This design comes from an exercise in tuning for small area and a short achievable clock period on the open sky130 flow, not from production work.
At most, simulation tests tie the RTL to the original design; equivalence was not proved.

==> inputs of run a <==
==> flow/design.v (excerpt) <==
module aes_round_top (
  input  wire          clk,
  input  wire          rst,
  input  wire          in_valid,
  input  wire [256:0]  in_data,
  output wire          out_valid,
  output wire [127:0]  out_state
);
==> flow/config.mk <==
export PLATFORM = sky130hd
export DESIGN_NAME = aes_round_top
export DESIGN_NICKNAME = aes_round_top
export VERILOG_FILES = /design/flow/design.v
export SDC_FILE = /design/flow/constraint.sdc
export NUM_CORES = 4
export LEC_CHECK = 0
export CAP_MARGIN = 20
export CORE_MARGIN = 2
export CORE_UTILIZATION = 50
export CTS_BUF_LIST = sky130_fd_sc_hd__clkbuf_8
export CTS_CLUSTER_DIAMETER = 60
export CTS_CLUSTER_SIZE = 16
export PLACE_DENSITY = 0.65
export SETUP_SLACK_MARGIN = 2.8
export SLEW_MARGIN = 20
==> flow/constraint.sdc <==
create_clock -name core_clock -period 5.0 [get_ports {clk}]
set_input_delay 1.0000 -clock core_clock [delete_from_list [all_inputs] [get_ports {clk}]]
set_output_delay 1.0000 -clock core_clock [all_outputs]
set_load 0.01 [all_outputs]
standard.sh (not shown) runs the stock make flow with config.mk's settings and CLKGATE_MAP_FILE= SYNTH_SCRIPT=/design/flow/synth_recipe.tcl, a recipe that flattens the netlist after the stock synthesis.
==> flow/flow/run.sh <==
#!/bin/bash
# Own layout flow: the standard layout (standard.sh) with two changes.
#  1. Synthesis maps the logic with flow/abc.script (area-recovering mapping
#     that keeps the XOR structure of the s-boxes) in place of ORFS's ABC
#     speed script. Everything else in synthesis is the standard one
#     (synth_recipe.tcl on a copy of ORFS's scripts folder), so registers keep
#     their standard names and cells.
#  2. Ports are buffered with sky130_fd_sc_hd__buf_1 instead of the default
#     delay-cell buffer; before detailed placement, flow/pre_dpl.tcl makes
#     the port buffers buf_2 and the result registers dfxtp_2.
# Each tool's output goes to a log of its own in this folder (synth.log,
# layout.log) and ORFS's per-step logs under orfs/logs/.
set -euo pipefail
W=$PWD
rm -rf "$W/scripts_abc"
cp -r "$FLOW_HOME/scripts" "$W/scripts_abc"
cp "$W/flow/abc.script" "$W/scripts_abc/abc_speed.script"
bash "$W/standard.sh" synth SCRIPTS_DIR="$W/scripts_abc" > "$W/synth.log" 2>&1
bash "$W/standard.sh" finish "BUFFER_PORTS_ARGS=-buffer_cell sky130_fd_sc_hd__buf_1" \
  "PRE_DETAIL_PLACE_TCL=$W/flow/pre_dpl.tcl" > "$W/layout.log" 2>&1
==> flow/flow/abc.script <==
strash
dch -f
map -a
topo
buffer -c
upsize -c
dnsize -c
==> flow/flow/pre_dpl.tcl <==
# Runs before detailed placement (ORFS hook PRE_DETAIL_PLACE_TCL), which
# legalises the cells resized here.
# Stronger cells on the paths from the inputs and to the outputs: the port
# buffers become buf_2, and the result registers, which drive the output
# buffers, dfxtp_2 (same flip-flop, higher drive).
set n_buf 0
set n_reg 0
foreach inst [get_cells *] {
  set name [get_full_name $inst]
  set ref [get_property $inst ref_name]
  if {$ref == "sky130_fd_sc_hd__buf_1" && [regexp {^(input|output)[0-9]+$} $name]} {
    replace_cell $inst sky130_fd_sc_hd__buf_2
    incr n_buf
  } elseif {$ref == "sky130_fd_sc_hd__dfxtp_1" && [regexp {^u_mix_key\.out_state} $name]} {
    replace_cell $inst sky130_fd_sc_hd__dfxtp_2
    incr n_reg
  }
}
puts "pre_dpl: resized $n_buf port buffers and $n_reg result registers"
==> inputs of run b, as changes to run a <==
--- a/flow/design.v
+++ b/flow/design.v
@@ -36,22 +36,26 @@
 endpackage
 `default_nettype wire
 `timescale 1ns/1ns
 `default_nettype none
 module aes_mix_column (
   input  wire [31:0] col_in,
-  input  wire [31:0] key_in,
   output wire [31:0] col_out
 );
-  wire [31:0] t;
-  for (genvar i = 0; i < 4; i++) begin : g_row
-    assign t[31 - 8*i -: 8] = col_in[31 - 8*i -: 8] ^ col_in[31 - 8*((i + 1) % 4) -: 8];
-    assign col_out[31 - 8*i -: 8] =
-      aes_math_pkg::xtime(t[31 - 8*i -: 8]) ^
-      ((col_in[31 - 8*((i + 1) % 4) -: 8] ^ key_in[31 - 8*i -: 8]) ^ t[31 - 8*((i + 2) % 4) -: 8]);
-  end
+  wire [7:0] a0;
+  wire [7:0] a1;
+  wire [7:0] a2;
+  wire [7:0] a3;
+  assign a0 = col_in[31:24];
+  assign a1 = col_in[23:16];
+  assign a2 = col_in[15:8];
+  assign a3 = col_in[7:0];
+  assign col_out[31:24] = aes_math_pkg::xtime(a0) ^ aes_math_pkg::mul3(a1) ^ a2 ^ a3;
+  assign col_out[23:16] = a0 ^ aes_math_pkg::xtime(a1) ^ aes_math_pkg::mul3(a2) ^ a3;
+  assign col_out[15:8]  = a0 ^ a1 ^ aes_math_pkg::xtime(a2) ^ aes_math_pkg::mul3(a3);
+  assign col_out[7:0]   = aes_math_pkg::mul3(a0) ^ a1 ^ a2 ^ aes_math_pkg::xtime(a3);
 endmodule
 `default_nettype wire
 `timescale 1ns/1ns
 `default_nettype none
 module aes_sub_shift_stage (
   input  wire         clk,
@@ -87,18 +91,16 @@
   wire M44, M45, M46, M47, M48, M49, M50, M51, M52, M53;
   wire M54, M55, M56, M57, M58, M59, M60, M61, M62, M63;
   wire L0, L1, L2, L3, L4, L5, L6, L7, L8, L9;
   wire L10, L11, L12, L13, L14, L15, L16, L17, L18, L19;
   wire L20, L21, L22, L23, L24, L25, L26, L27, L28, L29;
   wire S0, S1, S2, S3, S4, S5, S6, S7;
-  wire T1_r1, T2_r1, T3_r1, T4_r1, T5_r1, T6_r1, T7_r1, T8_r1, T9_r1, T10_r1;
-  wire T11_r1, T12_r1, T13_r1, T15_r1, T16_r1, T17_r1, T18_r1, T19_r1, T20_r1, T21_r1;
-  wire T22_r1, T23_r1, T25_r1, T27_r1;
-  reg  U0_q1, U1_q1, U2_q1, U3_q1, U4_q1, U5_q1, U6_q1, U7_q1, M19_q1, M20_q1;
-  reg  M21_q1, M22_q1, M50_q1, M56_q1, L0_q1, L1_q1, L6_q1, L7_q1, L8_q1, L9_q1;
-  reg  L10_q1, L11_q1, L14_q1, L15_q1, L17_q1, L19_q1, L22_q1, L23_q1;
+  reg  U7_q1, T1_q1, T2_q1, T3_q1, T4_q1, T6_q1, T8_q1, T9_q1, T10_q1, T13_q1;
+  reg  T15_q1, T16_q1, T17_q1, T19_q1, T20_q1, T22_q1, T23_q1, T25_q1, T27_q1, M19_q1;
+  reg  M20_q1, M21_q1, M22_q1, M50_q1, M56_q1, L0_q1, L1_q1, L6_q1, L7_q1, L8_q1;
+  reg  L9_q1, L10_q1, L11_q1, L14_q1, L15_q1, L17_q1, L19_q1, L22_q1, L23_q1;
   assign T1 = U0 ^ U3;
   assign T2 = U0 ^ U5;
   assign T3 = U0 ^ U6;
   assign T4 = U3 ^ U5;
   assign T5 = U4 ^ U6;
   assign T6 = T1 ^ T5;
@@ -142,13 +144,13 @@
   assign M17 = M5 ^ T24;
   assign M18 = M8 ^ M7;
   assign M19 = M10 ^ M15;
   assign M20 = M16 ^ M13;
   assign M21 = M17 ^ M15;
   assign M22 = M18 ^ M13;
-  assign M23 = M19_q1 ^ T25_r1;
+  assign M23 = M19_q1 ^ T25_q1;
   assign M24 = M22_q1 ^ M23;
   assign M25 = M22_q1 & M20_q1;
   assign M26 = M21_q1 ^ M25;
   assign M27 = M20_q1 ^ M21_q1;
   assign M28 = M23 ^ M25;
   assign M29 = M28 & M27;
@@ -165,30 +167,30 @@
   assign M40 = M35 ^ M36;
   assign M41 = M38 ^ M40;
   assign M42 = M37 ^ M39;
   assign M43 = M37 ^ M38;
   assign M44 = M39 ^ M40;
   assign M45 = M42 ^ M41;
-  assign M46 = M44 & T6_r1;
-  assign M47 = M40 & T8_r1;
+  assign M46 = M44 & T6_q1;
+  assign M47 = M40 & T8_q1;
   assign M48 = M39 & U7_q1;
-  assign M49 = M43 & T16_r1;
-  assign M50 = M38 & T9_r1;
-  assign M51 = M37 & T17_r1;
-  assign M52 = M42 & T15_r1;
-  assign M53 = M45 & T27_r1;
-  assign M54 = M41 & T10_r1;
-  assign M55 = M44 & T13_r1;
-  assign M56 = M40 & T23_r1;
-  assign M57 = M39 & T19_r1;
-  assign M58 = M43 & T3_r1;
-  assign M59 = M38 & T22_r1;
-  assign M60 = M37 & T20_r1;
-  assign M61 = M42 & T1_r1;
-  assign M62 = M45 & T4_r1;
-  assign M63 = M41 & T2_r1;
+  assign M49 = M43 & T16_q1;
+  assign M50 = M38 & T9_q1;
+  assign M51 = M37 & T17_q1;
+  assign M52 = M42 & T15_q1;
+  assign M53 = M45 & T27_q1;
+  assign M54 = M41 & T10_q1;
+  assign M55 = M44 & T13_q1;
+  assign M56 = M40 & T23_q1;
+  assign M57 = M39 & T19_q1;
+  assign M58 = M43 & T3_q1;
+  assign M59 = M38 & T22_q1;
+  assign M60 = M37 & T20_q1;
+  assign M61 = M42 & T1_q1;
+  assign M62 = M45 & T4_q1;
+  assign M63 = M41 & T2_q1;
   assign L0 = M61 ^ M62;
   assign L1 = M50 ^ M56;
   assign L2 = M46 ^ M48;
   assign L3 = M47 ^ M55;
   assign L4 = M54 ^ M58;
   assign L5 = M49 ^ M61;
@@ -221,45 +223,32 @@
   assign S2 = ~(L19_q1 ^ L28);
   assign S3 = L6_q1 ^ L21;
   assign S4 = L20 ^ L22_q1;
   assign S5 = L25 ^ L29;
   assign S6 = ~(L13 ^ L27);
   assign S7 = ~(L6_q1 ^ L23_q1);
-  assign T1_r1 = U0_q1 ^ U3_q1;
-  assign T2_r1 = U0_q1 ^ U5_q1;
-  assign T3_r1 = U0_q1 ^ U6_q1;
-  assign T4_r1 = U3_q1 ^ U5_q1;
-  assign T5_r1 = U4_q1 ^ U6_q1;
-  assign T6_r1 = T1_r1 ^ T5_r1;
-  assign T7_r1 = U1_q1 ^ U2_q1;
-  assign T8_r1 = U7_q1 ^ T6_r1;
-  assign T9_r1 = U7_q1 ^ T7_r1;
-  assign T10_r1 = T6_r1 ^ T7_r1;
-  assign T11_r1 = U1_q1 ^ U5_q1;
-  assign T12_r1 = U2_q1 ^ U5_q1;
-  assign T13_r1 = T3_r1 ^ T4_r1;
-  assign T15_r1 = T5_r1 ^ T11_r1;
-  assign T16_r1 = T5_r1 ^ T12_r1;
-  assign T17_r1 = T9_r1 ^ T16_r1;
-  assign T18_r1 = U3_q1 ^ U7_q1;
-  assign T19_r1 = T7_r1 ^ T18_r1;
-  assign T20_r1 = T1_r1 ^ T19_r1;
-  assign T21_r1 = U6_q1 ^ U7_q1;
-  assign T22_r1 = T7_r1 ^ T21_r1;
-  assign T23_r1 = T2_r1 ^ T22_r1;
-  assign T25_r1 = T20_r1 ^ T17_r1;
-  assign T27_r1 = T1_r1 ^ T12_r1;
   always @(posedge clk) begin
-    U0_q1 <= U0;
-    U1_q1 <= U1;
-    U2_q1 <= U2;
-    U3_q1 <= U3;
-    U4_q1 <= U4;
-    U5_q1 <= U5;
-    U6_q1 <= U6;
     U7_q1 <= U7;
+    T1_q1 <= T1;
+    T2_q1 <= T2;
+    T3_q1 <= T3;
+    T4_q1 <= T4;
+    T6_q1 <= T6;
+    T8_q1 <= T8;
+    T9_q1 <= T9;
+    T10_q1 <= T10;
+    T13_q1 <= T13;
+    T15_q1 <= T15;
+    T16_q1 <= T16;
+    T17_q1 <= T17;
+    T19_q1 <= T19;
+    T20_q1 <= T20;
+    T22_q1 <= T22;
+    T23_q1 <= T23;
+    T25_q1 <= T25;
+    T27_q1 <= T27;
     M19_q1 <= M19;
     M20_q1 <= M20;
     M21_q1 <= M21;
     M22_q1 <= M22;
     M50_q1 <= M50;
     M56_q1 <= M56;
@@ -293,22 +282,21 @@
 module aes_mix_key_stage (
   input  wire          clk,
   input  wire [127:0]  shifted,
   input  wire [127:0]  round_key,
   output reg  [127:0]  out_state
 );
-  wire [127:0] keyed;
+  wire [127:0] mixed;
   for (genvar c = 0; c < 4; c++) begin : g_col
     aes_mix_column u_mix (
       .col_in  (shifted[127 - 32*c -: 32]),
-      .key_in  (round_key[127 - 32*c -: 32]),
-      .col_out (keyed[127 - 32*c -: 32])
+      .col_out (mixed[127 - 32*c -: 32])
     );
   end
   always @(posedge clk) begin
-    out_state <= keyed;
+    out_state <= mixed ^ round_key;
   end
 endmodule
 `default_nettype wire
 `timescale 1ns/1ns
 `default_nettype none
 module aes_round_top (
==> flow/flow/run.sh (replaced) <==
#!/bin/bash
# Own layout flow: the standard layout (standard.sh) with two changes.
#  1. Synthesis maps the logic with flow/abc.script (area-recovering mapping
#     that keeps the XOR structure of the s-boxes) in place of ORFS's ABC
#     speed script. Everything else in synthesis is the standard one
#     (synth_recipe.tcl on a copy of ORFS's scripts folder), so registers keep
#     their standard names and cells.
#  2. Ports are buffered with sky130_fd_sc_hd__buf_1 instead of the default
#     delay-cell buffer.
# Each tool's output goes to a log of its own in this folder (synth.log,
# layout.log) and ORFS's per-step logs under orfs/logs/.
set -euo pipefail
W=$PWD
rm -rf "$W/scripts_abc"
cp -r "$FLOW_HOME/scripts" "$W/scripts_abc"
cp "$W/flow/abc.script" "$W/scripts_abc/abc_speed.script"
bash "$W/standard.sh" synth SCRIPTS_DIR="$W/scripts_abc" > "$W/synth.log" 2>&1
bash "$W/standard.sh" finish "BUFFER_PORTS_ARGS=-buffer_cell sky130_fd_sc_hd__buf_1" > "$W/layout.log" 2>&1
- CORE_UTILIZATION: 50 -> 30
- CTS_BUF_LIST: sky130_fd_sc_hd__clkbuf_8 -> not set
- CTS_CLUSTER_DIAMETER: 60 -> not set
- CTS_CLUSTER_SIZE: 16 -> not set
- PLACE_DENSITY: 0.65 -> 0.45
- SETUP_SLACK_MARGIN: 2.8 -> not set
removed: flow/flow/pre_dpl.tcl
==> inputs of run c, as changes to run a <==
--- a/flow/design.v
+++ b/flow/design.v
@@ -87,18 +87,16 @@
   wire M44, M45, M46, M47, M48, M49, M50, M51, M52, M53;
   wire M54, M55, M56, M57, M58, M59, M60, M61, M62, M63;
   wire L0, L1, L2, L3, L4, L5, L6, L7, L8, L9;
   wire L10, L11, L12, L13, L14, L15, L16, L17, L18, L19;
   wire L20, L21, L22, L23, L24, L25, L26, L27, L28, L29;
   wire S0, S1, S2, S3, S4, S5, S6, S7;
-  wire T1_r1, T2_r1, T3_r1, T4_r1, T5_r1, T6_r1, T7_r1, T8_r1, T9_r1, T10_r1;
-  wire T11_r1, T12_r1, T13_r1, T15_r1, T16_r1, T17_r1, T18_r1, T19_r1, T20_r1, T21_r1;
-  wire T22_r1, T23_r1, T25_r1, T27_r1;
-  reg  U0_q1, U1_q1, U2_q1, U3_q1, U4_q1, U5_q1, U6_q1, U7_q1, M19_q1, M20_q1;
-  reg  M21_q1, M22_q1, M50_q1, M56_q1, L0_q1, L1_q1, L6_q1, L7_q1, L8_q1, L9_q1;
-  reg  L10_q1, L11_q1, L14_q1, L15_q1, L17_q1, L19_q1, L22_q1, L23_q1;
+  reg  U7_q1, T1_q1, T2_q1, T3_q1, T4_q1, T6_q1, T8_q1, T9_q1, T10_q1, T13_q1;
+  reg  T15_q1, T16_q1, T17_q1, T19_q1, T20_q1, T22_q1, T23_q1, T25_q1, T27_q1, M19_q1;
+  reg  M20_q1, M21_q1, M22_q1, M50_q1, M56_q1, L0_q1, L1_q1, L6_q1, L7_q1, L8_q1;
+  reg  L9_q1, L10_q1, L11_q1, L14_q1, L15_q1, L17_q1, L19_q1, L22_q1, L23_q1;
   assign T1 = U0 ^ U3;
   assign T2 = U0 ^ U5;
   assign T3 = U0 ^ U6;
   assign T4 = U3 ^ U5;
   assign T5 = U4 ^ U6;
   assign T6 = T1 ^ T5;
@@ -142,13 +140,13 @@
   assign M17 = M5 ^ T24;
   assign M18 = M8 ^ M7;
   assign M19 = M10 ^ M15;
   assign M20 = M16 ^ M13;
   assign M21 = M17 ^ M15;
   assign M22 = M18 ^ M13;
-  assign M23 = M19_q1 ^ T25_r1;
+  assign M23 = M19_q1 ^ T25_q1;
   assign M24 = M22_q1 ^ M23;
   assign M25 = M22_q1 & M20_q1;
   assign M26 = M21_q1 ^ M25;
   assign M27 = M20_q1 ^ M21_q1;
   assign M28 = M23 ^ M25;
   assign M29 = M28 & M27;
@@ -165,30 +163,30 @@
   assign M40 = M35 ^ M36;
   assign M41 = M38 ^ M40;
   assign M42 = M37 ^ M39;
   assign M43 = M37 ^ M38;
   assign M44 = M39 ^ M40;
   assign M45 = M42 ^ M41;
-  assign M46 = M44 & T6_r1;
-  assign M47 = M40 & T8_r1;
+  assign M46 = M44 & T6_q1;
+  assign M47 = M40 & T8_q1;
   assign M48 = M39 & U7_q1;
-  assign M49 = M43 & T16_r1;
-  assign M50 = M38 & T9_r1;
-  assign M51 = M37 & T17_r1;
-  assign M52 = M42 & T15_r1;
-  assign M53 = M45 & T27_r1;
-  assign M54 = M41 & T10_r1;
-  assign M55 = M44 & T13_r1;
-  assign M56 = M40 & T23_r1;
-  assign M57 = M39 & T19_r1;
-  assign M58 = M43 & T3_r1;
-  assign M59 = M38 & T22_r1;
-  assign M60 = M37 & T20_r1;
-  assign M61 = M42 & T1_r1;
-  assign M62 = M45 & T4_r1;
-  assign M63 = M41 & T2_r1;
+  assign M49 = M43 & T16_q1;
+  assign M50 = M38 & T9_q1;
+  assign M51 = M37 & T17_q1;
+  assign M52 = M42 & T15_q1;
+  assign M53 = M45 & T27_q1;
+  assign M54 = M41 & T10_q1;
+  assign M55 = M44 & T13_q1;
+  assign M56 = M40 & T23_q1;
+  assign M57 = M39 & T19_q1;
+  assign M58 = M43 & T3_q1;
+  assign M59 = M38 & T22_q1;
+  assign M60 = M37 & T20_q1;
+  assign M61 = M42 & T1_q1;
+  assign M62 = M45 & T4_q1;
+  assign M63 = M41 & T2_q1;
   assign L0 = M61 ^ M62;
   assign L1 = M50 ^ M56;
   assign L2 = M46 ^ M48;
   assign L3 = M47 ^ M55;
   assign L4 = M54 ^ M58;
   assign L5 = M49 ^ M61;
@@ -221,45 +219,32 @@
   assign S2 = ~(L19_q1 ^ L28);
   assign S3 = L6_q1 ^ L21;
   assign S4 = L20 ^ L22_q1;
   assign S5 = L25 ^ L29;
   assign S6 = ~(L13 ^ L27);
   assign S7 = ~(L6_q1 ^ L23_q1);
-  assign T1_r1 = U0_q1 ^ U3_q1;
-  assign T2_r1 = U0_q1 ^ U5_q1;
-  assign T3_r1 = U0_q1 ^ U6_q1;
-  assign T4_r1 = U3_q1 ^ U5_q1;
-  assign T5_r1 = U4_q1 ^ U6_q1;
-  assign T6_r1 = T1_r1 ^ T5_r1;
-  assign T7_r1 = U1_q1 ^ U2_q1;
-  assign T8_r1 = U7_q1 ^ T6_r1;
-  assign T9_r1 = U7_q1 ^ T7_r1;
-  assign T10_r1 = T6_r1 ^ T7_r1;
-  assign T11_r1 = U1_q1 ^ U5_q1;
-  assign T12_r1 = U2_q1 ^ U5_q1;
-  assign T13_r1 = T3_r1 ^ T4_r1;
-  assign T15_r1 = T5_r1 ^ T11_r1;
-  assign T16_r1 = T5_r1 ^ T12_r1;
-  assign T17_r1 = T9_r1 ^ T16_r1;
-  assign T18_r1 = U3_q1 ^ U7_q1;
-  assign T19_r1 = T7_r1 ^ T18_r1;
-  assign T20_r1 = T1_r1 ^ T19_r1;
-  assign T21_r1 = U6_q1 ^ U7_q1;
-  assign T22_r1 = T7_r1 ^ T21_r1;
-  assign T23_r1 = T2_r1 ^ T22_r1;
-  assign T25_r1 = T20_r1 ^ T17_r1;
-  assign T27_r1 = T1_r1 ^ T12_r1;
   always @(posedge clk) begin
-    U0_q1 <= U0;
-    U1_q1 <= U1;
-    U2_q1 <= U2;
-    U3_q1 <= U3;
-    U4_q1 <= U4;
-    U5_q1 <= U5;
-    U6_q1 <= U6;
     U7_q1 <= U7;
+    T1_q1 <= T1;
+    T2_q1 <= T2;
+    T3_q1 <= T3;
+    T4_q1 <= T4;
+    T6_q1 <= T6;
+    T8_q1 <= T8;
+    T9_q1 <= T9;
+    T10_q1 <= T10;
+    T13_q1 <= T13;
+    T15_q1 <= T15;
+    T16_q1 <= T16;
+    T17_q1 <= T17;
+    T19_q1 <= T19;
+    T20_q1 <= T20;
+    T22_q1 <= T22;
+    T23_q1 <= T23;
+    T25_q1 <= T25;
+    T27_q1 <= T27;
     M19_q1 <= M19;
     M20_q1 <= M20;
     M21_q1 <= M21;
     M22_q1 <= M22;
     M50_q1 <= M50;
     M56_q1 <= M56;
- GPL_ROUTABILITY_DRIVEN: not set -> 0
- SETUP_SLACK_MARGIN: 2.8 -> 2.7
==> inputs of run d, as changes to run a <==
- SETUP_SLACK_MARGIN: 2.8 -> 2.7
==> notes.md <==
quantity	run b	run a	run d	run c
Result of the run	no timing/DRC/antenna violations	no timing/DRC/antenna violations	no timing/DRC/antenna violations	no timing/DRC/antenna violations
Clock period minus worst slack	2540 ps	2630 ps	2470 ps	2220 ps
Final period utilization	50.9%	52.5%	49.5%	44.5%
Vias per inst	3.91	4.59	4.52	4.41
Number of distinct library cell variants in the gate-level netlist after synthesis	33	37	37	28
Max-slew headroom	23.1%	42.8%	39.7%	39.3%
Avg Cell Area, Syn	9.50 µm²	9.52 µm²	9.52 µm²	9.69 µm²
Leading cell type in the layout, fill and taps excluded	sky130_fd_sc_hd__dfxtp_1	sky130_fd_sc_hd__xnor2_1	sky130_fd_sc_hd__xnor2_1	sky130_fd_sc_hd__dfxtp_1
Cell type with the highest occurrence count on the critical path	sky130_fd_sc_hd__xnor2_1	sky130_fd_sc_hd__nand2_2	-	-
Min-Delay Endpoint	key_pipe[143]	key_pipe[133]	key_pipe[133]	key_pipe[159]
Die Ht	383 µm	295 µm	295 µm	296 µm
Number of stages on the worst setup path	6	13	13	1
Setup repair after global routing missed its margin	no	yes	yes	yes
Post-synthesis adder-cell area fraction	0.929%	0.471%	0.471%	0.938%
HPWL reported at the end of detailed placement	82600 µm	74400 µm	69600 µm	73800 µm
Met3 wire length	4880 µm	3780 µm	3070 µm	3140 µm
Area of the multi-input gates	0.0211 mm²	0.0286 mm²	0.0276 mm²	0.0214 mm²
The RTL of run a and run d was laid out without a check of its function.

-- re-timing with driven ports --
The results above use ideal ports. As a check the final layouts listed here were re-extracted and re-timed, cells and wires unchanged. Step 1 assumes that a clkbuf_16 drives the clock port and a buf_2 every other input. Step 2, shift: input delay + t, output delay - t, t = (earliest + latest rising clock arrival at the registers) / 2. This alone moves slack from input paths to output paths. Three values: no drivers, after step 1, after step 2; two values: the first two.
run | t, ns | slack for setup (ns) | worst setup path at the end
run a | 0.758 | 2.373 / 2.373 / 2.229 | input to register
run b | 0.779 | 2.457 / 2.457 / 1.965 | input to register
run c | 0.738 | 2.777 / 2.712 / 2.168 | input to register
run d | 0.727 | 2.527 / 2.527 / 2.210 | input to register
After both steps every run listed still meets setup and hold. For run c, which loses most, drivers alone change the setup slack by -0.065 ns; drivers and shift together by -0.609 ns.
